Context: an optimization exercise on an open-source flow, tuned for small area, a short achievable clock period and few clock cycles. The choices shown serve that exercise and are no tape-out recipe. RTL that was checked went through simulation tests only; none was proved equivalent to the original. Power and IR drop assume default switching activity.

==> flow/design.v <==
`default_nettype none
package snow_pkg;
	typedef logic signed [17:0] fx_t;
	typedef logic [3:0] cell_addr_t;
	typedef logic [2:0] wb_addr_t;
	typedef logic [31:0] wb_data_t;
	localparam int NUM_CELLS = 10;
	localparam cell_addr_t SEED_CELL = 4'd4;
	localparam fx_t FX_ONE = 18'sb01_0000000000000000;
	localparam fx_t FX_SIXTH = 18'sb00_0010101010101010;
	localparam wb_addr_t REG_CTRL = 3'd0;
	localparam wb_addr_t REG_ALPHA = 3'd1;
	localparam wb_addr_t REG_BETA = 3'd2;
	localparam wb_addr_t REG_GAMMA = 3'd3;
	localparam wb_addr_t REG_STEP = 3'd4;
	localparam wb_addr_t REG_CELL = 3'd5;
	localparam wb_addr_t REG_LAST_U = 3'd6;
	localparam wb_addr_t REG_LAST_V = 3'd7;
	typedef enum logic [2:0] {SEED, IDLE, FETCH, WAIT_READ, SOLVE, COMMIT} sweep_state_t;
	function automatic fx_t fx_mult(input fx_t a, input fx_t b);
		logic signed [35:0] prod;
		prod = a * b;
		fx_mult = {prod[35], prod[32:16]};
	endfunction
endpackage
`default_nettype wire
`timescale 1ns/100ps
`default_nettype none
module snow_column_top
(
	input wire clk,
	input wire rst,
	input wire wb_cyc,
	input wire wb_stb,
	input wire wb_we,
	input snow_pkg::wb_addr_t wb_adr,
	input snow_pkg::wb_data_t wb_wdata,
	output snow_pkg::wb_data_t wb_rdata,
	output logic wb_ack
);
	typedef logic signed [17:0] fx_t;
	logic req, wr_req;
	logic [17:0] h_alpha, h_beta, h_gamma;
	logic pending;
	logic restart_q;             
	logic restart_now;           
	logic col_restart;
	assign req = wb_cyc && wb_stb && !wb_ack;
	assign wr_req = req && wb_we;
	assign restart_now = wr_req && (wb_adr == snow_pkg::REG_CTRL) && wb_wdata[0];
	assign col_restart = restart_q || restart_now;
	logic [16:0] c_alpha;        
	fx_t c_beta, c_gamma;
	fx_t c_sixth;                
	logic [18:0] ring [0:8];     
	logic prev_fz;               
	logic [18:0] last;           
	logic first;                 
	logic [3:0] last_idx;
	logic [3:0] k;
	logic [15:0] sweep;
	logic seeding;
	logic [3:0] cnt;
	logic ready, vready;
	logic dmode;                 
	logic seed_v, seed_4;        
	fx_t vert_q;                 
	logic signed [16:0] acc1;    
	logic [18:0] dsh;            
	logic signed [18:0] acc2;    
	fx_t veff_q;                 
	function automatic fx_t u_of(input logic [18:0] c);
		u_of = c[18] ? 18'sd0 : fx_t'(c[17:0]);
	endfunction
	function automatic fx_t v_of(input logic [18:0] c);
		v_of = c[18] ? fx_t'(c[17:0]) : 18'sd0;
	endfunction
	function automatic logic fz_of(input logic [18:0] c);
		fz_of = !c[17] && c[16];
	endfunction
	logic vcommit, rcommit, commit, shift, force_beta;
	assign vcommit = vready;
	assign rcommit = ready && pending;
	assign commit = vcommit || rcommit;
	assign shift = seeding || rcommit;
	assign force_beta = seeding && !vready;
	logic [18:0] ring_in, seed;
	assign ring_in = (seeding || first) ? seed : last;
	fx_t ub, ut, vert, xs, dlt, t_a, t_b, t_c;
	logic [17:0] v_s, v_c;
	logic signed [18:0] sum1;
	assign ub = (k == 4'd8 || force_beta) ? c_beta : u_of(ring[1]);
	assign ut = (k == 4'd7 || force_beta) ? c_beta : u_of(ring[3]);
	assign xs = fx_t'(acc1 >>> 1);
	assign t_a = dmode ? xs : ut;
	assign t_b = !dmode ? ub : seeding ? xs : c_sixth;
	assign t_c = dmode ? ~u_of(ring[1]) : c_beta;
	csa #(18) vert_csa (.a(t_a), .b(t_b), .c(t_c), .s(v_s), .cy(v_c));
	add_fast #(18) vert_add (.a(v_s), .b(v_c), .ci(dmode), .s(vert));
	assign dlt = vert;
	add_fast #(19) acc1_add (.a({{2{acc1[16]}}, acc1}), .b({vert_q[17], vert_q}), .ci(1'b0), .s(sum1));
	logic [2:0] win;
	logic signed [19:0] a20, mag, pp;
	logic signed [18:0] acc_in, sum2;
	assign win = dsh[2:0];
	assign a20 = {{3{c_alpha[16]}}, c_alpha};
	always_comb begin
		case (win)
			3'b001, 3'b010, 3'b101, 3'b110: mag = a20;
			3'b011, 3'b100: mag = a20 <<< 1;
			default: mag = '0;
		endcase
		pp = win[2] ? ~mag : mag;
	end
	assign acc_in = commit ? 19'sd0 : (acc2 >>> 2);
	add_fast #(19) acc2_add (.a(acc_in), .b(pp[18:0]), .ci(win[2]), .s(sum2));
	fx_t fxp, u0, v1, vsum, veff, raw, s_sum, s_new;
	logic [17:0] s_s, s_c;
	logic sat, hit;
	logic [18:0] result;
	assign v1 = !seed_v ? v_of(ring[1]) : seed_4 ? 18'sh10000 : c_beta;
	add_fast #(18) vsum_add (.a(v1), .b(c_gamma), .ci(1'b0), .s(vsum));
	assign veff = (!vsum[17] && vsum[16]) ? 18'sh10000 : vsum;
	assign seed = seed_v ? {1'b1, vsum} : {1'b0, c_beta};
	assign fxp = {acc2[18], acc2[16:0]};
	assign u0 = u_of(ring[0]);
	add_fast #(18) raw_add (.a(u0), .b(fxp), .ci(1'b0), .s(raw));
	assign sat = !raw[17] && raw[16];
	csa #(18) s_csa (.a(u0), .b(fxp), .c(veff_q), .s(s_s), .cy(s_c));
	add_fast #(18) s_add (.a(s_s), .b(s_c), .ci(1'b0), .s(s_sum));
	assign s_new = sat ? {veff_q[17:16] + 2'd1, veff_q[15:0]} : s_sum;
	assign hit = fz_of(ring[0]) || ((k != 4'd0) && prev_fz) || ((k != 4'd9) && fz_of(ring[1]));
	assign result = {hit, s_new};
	fx_t lu, lv;
	assign lu = u_of(last);
	assign lv = v_of(last);
	always_ff @(posedge clk) begin
		if (rst) begin
			wb_ack <= 1'b0;
			restart_q <= 1'b1;
			h_alpha <= '0;
			h_beta <= '0;
			h_gamma <= '0;
			pending <= 1'b0;
		end else begin
			wb_ack <= req;
			restart_q <= 1'b0;
			if (wr_req) begin
				case (wb_adr)
					snow_pkg::REG_ALPHA: h_alpha <= wb_wdata[17:0];
					snow_pkg::REG_BETA: h_beta <= wb_wdata[17:0];
					snow_pkg::REG_GAMMA: h_gamma <= wb_wdata[17:0];
					default: ;
				endcase
			end
			if (wr_req && (wb_adr == snow_pkg::REG_STEP) && wb_wdata[0]) begin
				pending <= 1'b1;
			end else if (rcommit) begin
				pending <= 1'b0;
			end
		end
		case (wb_adr)
			snow_pkg::REG_ALPHA: wb_rdata <= {14'd0, h_alpha};
			snow_pkg::REG_BETA: wb_rdata <= {14'd0, h_beta};
			snow_pkg::REG_GAMMA: wb_rdata <= {14'd0, h_gamma};
			snow_pkg::REG_STEP: wb_rdata <= {31'd0, pending};
			snow_pkg::REG_CELL: wb_rdata <= {sweep, 7'd0, fz_of(last), 4'd0, last_idx};
			snow_pkg::REG_LAST_U: wb_rdata <= {{14{lu[17]}}, lu};
			snow_pkg::REG_LAST_V: wb_rdata <= {{14{lv[17]}}, lv};
			default: wb_rdata <= '0;
		endcase
		if (rst) begin
			last <= '0;
			last_idx <= '0;
		end else if (rcommit) begin
			last <= result;
			last_idx <= k;
		end
		if (col_restart) begin
			c_alpha <= h_alpha[17:1];
			c_beta <= h_beta;
			c_gamma <= h_gamma;
		end
		if (rst || col_restart) begin
			seeding <= 1'b1;
			cnt <= 4'd15;
			ready <= 1'b0;
			dmode <= 1'b0;
			vready <= 1'b0;
			seed_v <= 1'b0;
			seed_4 <= 1'b0;
			k <= 4'd9;
			sweep <= '0;
			first <= 1'b1;
		end else begin
			if (commit) begin
				cnt <= '0;
			end else if (seeding || cnt != 4'd8) begin
				cnt <= cnt + 4'd1;
			end
			if (vcommit) begin
				seeding <= 1'b0;
			end
			ready <= !commit && !seeding && (ready || cnt == 4'd7);
			vready <= seeding && cnt == 4'd7;
			dmode <= !commit && cnt == 4'd6;
			seed_v <= seeding && (cnt == 4'd2 || cnt == 4'd3 || cnt == 4'd4);
			seed_4 <= seeding && cnt == 4'd3;
			if (commit) begin
				k <= (k == 4'd9) ? 4'd0 : k + 4'd1;
			end
			if (rcommit) begin
				first <= 1'b0;
			end
			if (rcommit && k == 4'd9) begin
				sweep <= sweep + 16'd1;
			end
		end
		if (shift) begin
			for (int i = 0; i < 8; i++) begin
				ring[i] <= ring[i + 1];
			end
			ring[8] <= ring_in;
			prev_fz <= fz_of(ring[0]);
		end
		if (commit || (seeding && cnt == 4'd15)) begin
			vert_q <= vert;
		end
		if (col_restart || commit) begin
			acc1 <= '0;
		end else if (cnt <= 4'd6) begin
			acc1 <= 17'(sum1 >>> 2);
		end
		if (seeding && cnt == 4'd7) begin
			c_sixth <= xs;
		end
		if (dmode) begin
			dsh <= {dlt, 1'b0};
		end else if (commit || cnt <= 4'd6) begin
			dsh <= {dsh[18], dsh[18], dsh[18:2]};
		end
		if (commit || cnt <= 4'd7) begin
			acc2 <= sum2;
		end
		if (commit) begin
			veff_q <= veff;
		end
	end
endmodule
module csa #(parameter int W = 18)
(
	input wire [W-1:0] a,
	input wire [W-1:0] b,
	input wire [W-1:0] c,
	output logic [W-1:0] s,
	output logic [W-1:0] cy
);
	logic [W-1:0] m;
	assign s = a ^ b ^ c;
	assign m = (a & b) | (a & c) | (b & c);
	assign cy = {m[W-2:0], 1'b0};
endmodule
module add_fast #(parameter int W = 18)
(
	input wire [W-1:0] a,
	input wire [W-1:0] b,
	input wire ci,
	output logic [W-1:0] s
);
	logic [W-1:0] p0;
	logic [W-1:0] g, p, ng, np;
	always_comb begin
		p0 = a ^ b;
		g = a & b;
		p = p0;
		g[0] = g[0] | (p0[0] & ci);
		for (int l = 0; (1 << l) < W; l++) begin
			ng = g;
			np = p;
			for (int i = 0; i < W; i++) begin
				if (((i >> l) & 1) == 1) begin
					ng[i] = g[i] | (p[i] & g[((i >> l) << l) - 1]);
					np[i] = p[i] & p[((i >> l) << l) - 1];
				end
			end
			g = ng;
			p = np;
		end
		s = p0 ^ {g[W-2:0], ci};
	end
endmodule
`default_nettype wire
export LEC_CHECK = 0
export CAP_MARGIN = 20
export CORE_MARGIN = 2
export CORE_UTILIZATION = 40
export SLEW_MARGIN = 20
create_clock -name core_clock -period 22.0 [get_ports {clk}]
standard.sh (not shown) runs the stock make flow with config.mk's settings and CLKGATE_MAP_FILE= SYNTH_SCRIPT=/design/flow/synth_recipe.tcl, a recipe that flattens the netlist after the stock synthesis.
==> flow/flow/run.sh <==
#!/bin/bash
set -eo pipefail
export SETUP_SLACK_MARGIN=16.5
bash standard.sh > standard.log 2>&1
Testbench counts at the start, summed over its fixed seeds: cycles 33,864.
Edit:
--- a/flow/design.v
+++ b/flow/design.v
@@ -39,19 +39,15 @@
 	output logic wb_ack
 );
 	typedef logic signed [17:0] fx_t;
 	logic req, wr_req;
 	logic [17:0] h_alpha, h_beta, h_gamma;
 	logic pending;
-	logic restart_q;             
-	logic restart_now;           
-	logic col_restart;
+	logic restart_q;
 	assign req = wb_cyc && wb_stb && !wb_ack;
 	assign wr_req = req && wb_we;
-	assign restart_now = wr_req && (wb_adr == snow_pkg::REG_CTRL) && wb_wdata[0];
-	assign col_restart = restart_q || restart_now;
 	logic [16:0] c_alpha;        
 	fx_t c_beta, c_gamma;
 	fx_t c_sixth;                
 	logic [18:0] ring [0:8];     
 	logic prev_fz;               
 	logic [18:0] last;           
@@ -79,24 +75,24 @@
 		fz_of = !c[17] && c[16];
 	endfunction
 	logic vcommit, rcommit, commit, shift, force_beta;
 	assign vcommit = vready;
 	assign rcommit = ready && pending;
 	assign commit = vcommit || rcommit;
-	assign shift = seeding || rcommit;
+	assign shift = (seeding && cnt != 4'd8) || rcommit;
 	assign force_beta = seeding && !vready;
 	logic [18:0] ring_in, seed;
 	assign ring_in = (seeding || first) ? seed : last;
 	fx_t ub, ut, vert, xs, dlt, t_a, t_b, t_c;
 	logic [17:0] v_s, v_c;
 	logic signed [18:0] sum1;
 	assign ub = (k == 4'd8 || force_beta) ? c_beta : u_of(ring[1]);
 	assign ut = (k == 4'd7 || force_beta) ? c_beta : u_of(ring[3]);
 	assign xs = fx_t'(acc1 >>> 1);
 	assign t_a = dmode ? xs : ut;
-	assign t_b = !dmode ? ub : seeding ? xs : c_sixth;
+	assign t_b = dmode ? c_sixth : ub;
 	assign t_c = dmode ? ~u_of(ring[1]) : c_beta;
 	csa #(18) vert_csa (.a(t_a), .b(t_b), .c(t_c), .s(v_s), .cy(v_c));
 	add_fast #(18) vert_add (.a(v_s), .b(v_c), .ci(dmode), .s(vert));
 	assign dlt = vert;
 	add_fast #(19) acc1_add (.a({{2{acc1[16]}}, acc1}), .b({vert_q[17], vert_q}), .ci(1'b0), .s(sum1));
 	logic [2:0] win;
@@ -141,13 +137,13 @@
 			h_alpha <= '0;
 			h_beta <= '0;
 			h_gamma <= '0;
 			pending <= 1'b0;
 		end else begin
 			wb_ack <= req;
-			restart_q <= 1'b0;
+			restart_q <= wr_req && (wb_adr == snow_pkg::REG_CTRL) && wb_wdata[0];
 			if (wr_req) begin
 				case (wb_adr)
 					snow_pkg::REG_ALPHA: h_alpha <= wb_wdata[17:0];
 					snow_pkg::REG_BETA: h_beta <= wb_wdata[17:0];
 					snow_pkg::REG_GAMMA: h_gamma <= wb_wdata[17:0];
 					default: ;
@@ -173,18 +169,18 @@
 			last <= '0;
 			last_idx <= '0;
 		end else if (rcommit) begin
 			last <= result;
 			last_idx <= k;
 		end
-		if (col_restart) begin
+		if (restart_q) begin
 			c_alpha <= h_alpha[17:1];
 			c_beta <= h_beta;
 			c_gamma <= h_gamma;
 		end
-		if (rst || col_restart) begin
+		if (rst || restart_q) begin
 			seeding <= 1'b1;
 			cnt <= 4'd15;
 			ready <= 1'b0;
 			dmode <= 1'b0;
 			vready <= 1'b0;
 			seed_v <= 1'b0;
@@ -199,14 +195,14 @@
 				cnt <= cnt + 4'd1;
 			end
 			if (vcommit) begin
 				seeding <= 1'b0;
 			end
 			ready <= !commit && !seeding && (ready || cnt == 4'd7);
-			vready <= seeding && cnt == 4'd7;
-			dmode <= !commit && cnt == 4'd6;
+			vready <= seeding && cnt == 4'd8;
+			dmode <= !commit && (seeding ? (cnt == 4'd7) : (cnt == 4'd6));
 			seed_v <= seeding && (cnt == 4'd2 || cnt == 4'd3 || cnt == 4'd4);
 			seed_4 <= seeding && cnt == 4'd3;
 			if (commit) begin
 				k <= (k == 4'd9) ? 4'd0 : k + 4'd1;
 			end
 			if (rcommit) begin
@@ -223,13 +219,13 @@
 			ring[8] <= ring_in;
 			prev_fz <= fz_of(ring[0]);
 		end
 		if (commit || (seeding && cnt == 4'd15)) begin
 			vert_q <= vert;
 		end
-		if (col_restart || commit) begin
+		if (restart_q || commit) begin
 			acc1 <= '0;
 		end else if (cnt <= 4'd6) begin
 			acc1 <= 17'(sum1 >>> 2);
 		end
 		if (seeding && cnt == 4'd7) begin
 			c_sixth <= xs;
Wire length goes down by about 4%.
Global-route usage goes down by 0.68 points.
Design area goes down by 0.94%.
Clock power goes down by about 0.9%.
Worst setup slack is worse by 0.027 ns.
Clock skew is about the same.
Power goes down by about 2.8%.
Cell count goes down by 1.1%.
The RTL of the second run of this note was laid out without a check of its function.

==> static timing again, ports no longer ideal <==
How much do the figures lean on ideal ports? The routed layouts below were timed once more, with nothing changed but the port constraints.
Step 1 sets driving cells, clkbuf_16 on the clock port and buf_2 on the other inputs (assumed; they add their load-dependent delay and slew).
Step 2 times the ports against the registers' clock, not the clock port: input delays grow and output delays shrink by t, the midpoint of the rising clock arrivals with the driver on.
Three values: no drivers, after step 1, after step 2; two values: the first two.
run	t (ns)	setup WS [ns]	worst hold slack (ns)	cell pins on the clock port's net
the first run	0.659	16.534 / 16.475 / 15.899	0.411 / 0.411 / 0.411	1
the second run	0.656	16.508 / 16.455 / 15.882	0.412 / 0.412 / 0.412	1
After both steps setup and hold are still met in every run listed. For the first run, which loses most, drivers alone change the setup slack by -0.059 ns; drivers and shift together by -0.635 ns.
